From an optimization exercise on the open Yosys and OpenROAD flow, aimed at small area; shortcuts taken in it are not production practice.
At most, simulation tests tie the RTL to the original design; equivalence was not proved.
No activity file was given, so power comes from the tool's default toggle rates.

==> flow/design.v <==
package mcu_pkg;
    typedef logic [28-1:0]       inst_t;
    typedef logic [12-1:0]       addr_t;
    typedef logic [(12 + 2)-1:0]        ptr_t;
    typedef logic [64-1:0]       data_t;
    typedef logic [6-1:0] upc_t;
    typedef logic [14-1:0]      uinst_t;
    typedef logic [11-1:0]       loop_t;
    typedef enum logic [1:0] {
        ST_IDLE,
        ST_FETCH,
        ST_DECODE,
        ST_EXEC
    } ctrl_state_t;
endpackage
module matrix_ctrl (
    input  logic            clk,
    input  logic            rstn,
    input  mcu_pkg::inst_t  inst,
    input  logic            inst_valid,
    input  mcu_pkg::data_t  mem_rd_data_0,
    input  mcu_pkg::data_t  mem_rd_data_1,
    input  mcu_pkg::data_t  mem_rd_data_2,
    input  mcu_pkg::data_t  mem_rd_data_3,
    output mcu_pkg::addr_t  mem_addr_0,
    output mcu_pkg::addr_t  mem_addr_1,
    output mcu_pkg::addr_t  mem_addr_2,
    output mcu_pkg::addr_t  mem_addr_3,
    output logic            mem_wr_en_0,
    output logic            mem_wr_en_1,
    output logic            mem_wr_en_2,
    output logic            mem_wr_en_3,
    output mcu_pkg::data_t  a_data,
    output mcu_pkg::data_t  b_data,
    output mcu_pkg::data_t  c_data,
    output logic            macs_en,
    output logic            macs_signal,
    output logic            finish
);
    localparam logic [3:0] S_IDLE  = 4'd1,
                           S_FETCH = 4'd2,
                           S_D0    = 4'd3,
                           S_D1    = 4'd4,
                           S_D2    = 4'd5,
                           S_D3    = 4'd6,
                           S_D4    = 4'd7,
                           S_D5    = 4'd8,
                           S_E0    = 4'd9,
                           S_MK0   = 4'd10,
                           S_MK1   = 4'd11,
                           S_MA    = 4'd12,
                           S_MB    = 4'd13,
                           S_WEN   = 4'd14,
                           S_DONE  = 4'd15;
    logic [3:0]  st, st_n;
    logic        sgn;              
    logic [3:0]  ic;               
    logic        cx;               
    logic [5:0]  lp;               
    logic [13:0] sa, sb, sc;       
    logic [13:0] pa, pb, pc;       
    logic        z;                
    wire s_fetch = (st == S_FETCH);
    wire s_d0    = (st == S_D0);
    wire s_d1    = (st == S_D1);
    wire s_d2    = (st == S_D2);
    wire s_d3    = (st == S_D3);
    wire s_d4    = (st == S_D4);
    wire s_d5    = (st == S_D5);
    wire s_mk0   = (st == S_MK0);
    wire s_mk1   = (st == S_MK1);
    wire s_mac   = (st == S_MA) | (st == S_MB);
    wire s_wen   = (st == S_WEN);
    wire s_done  = (st == S_DONE);
    wire [10:0] cnt  = {cx, ic, lp};
    wire        last = (cnt == 11'd0);
    always_comb begin
        st_n = st + 4'd1;
        case (st)
            S_FETCH: if (!inst_valid) st_n = S_FETCH;
            S_E0:    if (!cx) st_n = S_DONE;
            S_WEN:   if (!last) st_n = S_MK1;
            S_DONE:  st_n = S_IDLE;
            default: ;
        endcase
    end
    always_ff @(posedge clk or negedge rstn) begin
        if (!rstn) begin
            st  <= S_IDLE;
            sgn <= 1'b0;
        end else begin
            st <= st_n;
            if (s_fetch) sgn <= inst[12] & (inst[27:25] == 3'b100);
        end
    end
    always_ff @(posedge clk) begin
        if (s_fetch) begin
            cx     <= (inst[27:25] == 3'b100);
            ic     <= inst[16:13];
            lp     <= inst[11:6];
        end else if (s_mk0) begin
            ic     <= '0;
            cx     <= 1'b0;
        end else if (s_mk1) begin
            {cx, ic, lp} <= cnt - 11'd1;
        end
        sc[13:8] <= mem_rd_data_0[13:8];
        sc[7:0]  <= s_fetch ? {inst[24:21], inst[20:17]} : mem_rd_data_0[7:0];
        sb <= sc;
        sa <= sb;
    end
    function automatic logic [11:0] bump(input logic [11:0] p, input logic inc);
        logic c;
        c = inc;
        for (int k = 0; k < 12; k++) begin
            bump[k] = p[k] ^ c;
            c = c & p[k];
        end
    endfunction
    always_ff @(posedge clk or negedge rstn) begin
        if (!rstn) z <= 1'b1;
        else if (s_d5) z <= 1'b0;
    end
    always_ff @(posedge clk) begin
        pa <= s_d5 ? sa : {pa[13:12], bump(pa[11:0], s_mac)};
        pb <= s_d5 ? sb : {pb[13:12], bump(pb[11:0], s_mac)};
        pc <= s_d5 ? sc : {pc[13:12], bump(pc[11:0], s_wen)};
    end
    wire [1:0] ka = pa[13:12] & {2{~z}};    
    wire [1:0] kb = pb[13:12] & {2{~z}};
    wire [1:0] kc = pc[13:12] & {2{~z}};
    assign macs_en     = s_mac;
    assign finish      = s_done;
    assign macs_signal = sgn & ~s_fetch & ~s_d0;
    wire [3:0] dsel = {kc[1] & ~kc[0], kc[1] & kc[0], ~kc[1] & ~kc[0], ~kc[1] & kc[0]};
    assign mem_wr_en_0 = s_wen & dsel[0];
    assign mem_wr_en_1 = s_wen & dsel[1];
    assign mem_wr_en_2 = s_wen & dsel[2];
    assign mem_wr_en_3 = s_wen & dsel[3];
    logic [3:0] ha, hb, hc;
    always_comb begin
        for (int p = 0; p < 4; p++) begin
            ha[p] = (ka == 2'(p));
            hb[p] = (kb == 2'(p));
            hc[p] = (kc == 2'(p));
        end
    end
    wire tbl = s_d1 | s_d2 | s_d3;
    logic [3:0] uc, ub, ua;
    always_comb begin
        for (int p = 0; p < 4; p++) begin
            uc[p] = (pc[13] == p[1]) & ~z;
            ub[p] = (pb[13:12] == 2'(p)) & ~z & ~uc[p];
            ua[p] = (pa[13:12] == 2'(p)) & ~z & ~(pb[13:12] == 2'(p)) & ~uc[p];
        end
    end
    wire       nz0 = uc[0] | ub[0] | ua[0];
    sel6_12 u_m0 (.n({~uc[0] | tbl, ~ub[0] | tbl, ~ua[0] | tbl}), .nz(nz0 & ~tbl),
                  .m({~s_d3, ~s_d2, ~s_d1}), .nzt(nz0 | tbl),
                  .d2(pc[11:0]), .d1(pb[11:0]), .d0(pa[11:0]), .t2(ic), .t1(sa[3:0]), .t0(sb[7:4]), .y(mem_addr_0));
    sel3_12 u_m1 (.n(~{uc[1], ub[1], ua[1]}), .nz(uc[1] | ub[1] | ua[1]),
                  .d2(pc[11:0]), .d1(pb[11:0]), .d0(pa[11:0]), .y(mem_addr_1));
    sel3_12 u_m2 (.n(~{uc[2], ub[2], ua[2]}), .nz(uc[2] | ub[2] | ua[2]),
                  .d2(pc[11:0]), .d1(pb[11:0]), .d0(pa[11:0]), .y(mem_addr_2));
    sel3_12 u_m3 (.n(~{uc[3], ub[3], ua[3]}), .nz(uc[3] | ub[3] | ua[3]),
                  .d2(pc[11:0]), .d1(pb[11:0]), .d0(pa[11:0]), .y(mem_addr_3));
    sel4_64 u_a (.n(~ha), .d0(mem_rd_data_0), .d1(mem_rd_data_1), .d2(mem_rd_data_2), .d3(mem_rd_data_3), .y(a_data));
    sel4_64 u_b (.n(~hb), .d0(mem_rd_data_0), .d1(mem_rd_data_1), .d2(mem_rd_data_2), .d3(mem_rd_data_3), .y(b_data));
    sel4_64 u_c (.n(~hc), .d0(mem_rd_data_0), .d1(mem_rd_data_1), .d2(mem_rd_data_2), .d3(mem_rd_data_3), .y(c_data));
endmodule
module sel4_64 (
    input  logic [3:0]  n,
    input  logic [63:0] d0, d1, d2, d3,
    output logic [63:0] y
);
    assign y = (d0 | {64{n[0]}}) & (d1 | {64{n[1]}}) & (d2 | {64{n[2]}}) & (d3 | {64{n[3]}});
endmodule
module sel3_12 (
    input  logic [2:0]  n,
    input  logic        nz,
    input  logic [11:0] d2, d1, d0,
    output logic [11:0] y
);
    assign y = (d2 | {12{n[2]}}) & (d1 | {12{n[1]}}) & (d0 | {12{n[0]}}) & {12{nz}};
endmodule
module sel6_12 (
    input  logic [2:0]  n,
    input  logic        nz,
    input  logic [2:0]  m,
    input  logic        nzt,
    input  logic [11:0] d2, d1, d0,
    input  logic [3:0]  t2, t1, t0,
    output logic [11:0] y
);
    wire [11:0] w = (d2 | {12{n[2]}}) & (d1 | {12{n[1]}}) & (d0 | {12{n[0]}});
    assign y[11:4] = w[11:4] & {8{nz}};
    assign y[3:0]  = w[3:0] & (t2 | {4{m[2]}}) & (t1 | {4{m[1]}}) & (t0 | {4{m[0]}}) & {4{nzt}};
endmodule
==> flow/config.mk <==
export PLATFORM = sky130hd
export DESIGN_NAME = matrix_ctrl
export DESIGN_NICKNAME = matrix_ctrl
export VERILOG_FILES = /design/flow/design.v
export SDC_FILE = /design/flow/constraint.sdc
export NUM_CORES = 4
export LEC_CHECK = 0
export CAP_MARGIN = 5
export CELL_PAD_IN_SITES_DETAIL_PLACEMENT = 1
export CELL_PAD_IN_SITES_GLOBAL_PLACEMENT = 1
export CORE_AREA = 25 25 175 175
export CTS_BUF_LIST = sky130_fd_sc_hd__clkbuf_8 sky130_fd_sc_hd__clkbuf_16
export DIE_AREA = 0 0 200 200
export PLACE_DENSITY = 0.5
export SETUP_SLACK_MARGIN = 0.02
export SLEW_MARGIN = 5
export SYNTH_HIERARCHICAL = 1
==> flow/constraint.sdc <==
create_clock -name core_clock -period 3.5 [get_ports {clk}]
set_input_delay 0.7000 -clock core_clock [delete_from_list [all_inputs] [get_ports {clk}]]
set_output_delay 0.7000 -clock core_clock [all_outputs]
set_load 0.01 [all_outputs]
standard.sh (not shown) runs the stock make flow with config.mk's settings and CLKGATE_MAP_FILE= SYNTH_SCRIPT=/design/flow/synth_recipe.tcl, a recipe that flattens the netlist after the stock synthesis.
==> flow/flow/run.sh <==
#!/bin/bash
# Standard ORFS layout with two changes: buf_1 as the port buffer cell, and
# clock tree synthesis without dummy loads.
set -o pipefail
export BUFFER_PORTS_ARGS="-buffer_cell sky130_fd_sc_hd__buf_1"
export CTS_ARGS="-sink_clustering_enable -repair_clock_nets -buf_list {sky130_fd_sc_hd__clkbuf_8 sky130_fd_sc_hd__clkbuf_16} -dont_use_dummy_load"
bash standard.sh > standard.log 2>&1
The baseline completed without violations.
==> next run, changes <==
--- a/flow/design.v
+++ b/flow/design.v
@@ -66,14 +66,13 @@
     wire s_d2    = (st == S_D2);
     wire s_d3    = (st == S_D3);
     wire s_d4    = (st == S_D4);
     wire s_d5    = (st == S_D5);
     wire s_mk0   = (st == S_MK0);
     wire s_mk1   = (st == S_MK1);
-    wire s_mac   = (st == S_MA) | (st == S_MB);
-    wire s_wen   = (st == S_WEN);
+    logic s_mac, s_wen;            
     wire s_done  = (st == S_DONE);
     wire [10:0] cnt  = {cx, ic, lp};
     wire        last = (cnt == 11'd0);
     always_comb begin
         st_n = st + 4'd1;
         case (st)
@@ -83,16 +82,20 @@
             S_DONE:  st_n = S_IDLE;
             default: ;
         endcase
     end
     always_ff @(posedge clk or negedge rstn) begin
         if (!rstn) begin
-            st  <= S_IDLE;
-            sgn <= 1'b0;
+            st    <= S_IDLE;
+            sgn   <= 1'b0;
+            s_mac <= 1'b0;
+            s_wen <= 1'b0;
         end else begin
-            st <= st_n;
+            st    <= st_n;
+            s_mac <= (st == S_MK1) | (st == S_MA);    
+            s_wen <= (st == S_MB);                     
             if (s_fetch) sgn <= inst[12] & (inst[27:25] == 3'b100);
         end
     end
     always_ff @(posedge clk) begin
         if (s_fetch) begin
             cx     <= (inst[27:25] == 3'b100);
After rerunning: Via count rises by about 1.5%; power came out lower by about 60%; worst setup slack barely changes; synthesized area went up by 1.3%; die area is unchanged; synthesized cell count grows by about 0.9%.
For the second run of this note, only the layout was checked, not whether the RTL still works.

## re-timing with driven ports
How much do the figures lean on ideal ports? The routed layouts below were timed once more, with nothing changed but the port constraints.
Step 1, drivers: a clkbuf_16 drives clk and a buf_2 each remaining input, both assumed.
Step 2 also shifts input and output timing later by t, the mid clock arrival at the registers, as if the neighbouring blocks saw the same clock.
Slacks: ideal / step 1 / step 2; pairs: ideal / step 1.
run	t, ns	setup slack, ns	hold WS [ns]
the first run	0.399	0.111 / 0.107 / 0.111	0.284 / 0.278 / 0.335
the second run	0.391	0.111 / 0.061 / 0.452	0.336 / 0.323 / 0.346
After both steps every run listed still meets setup and hold.
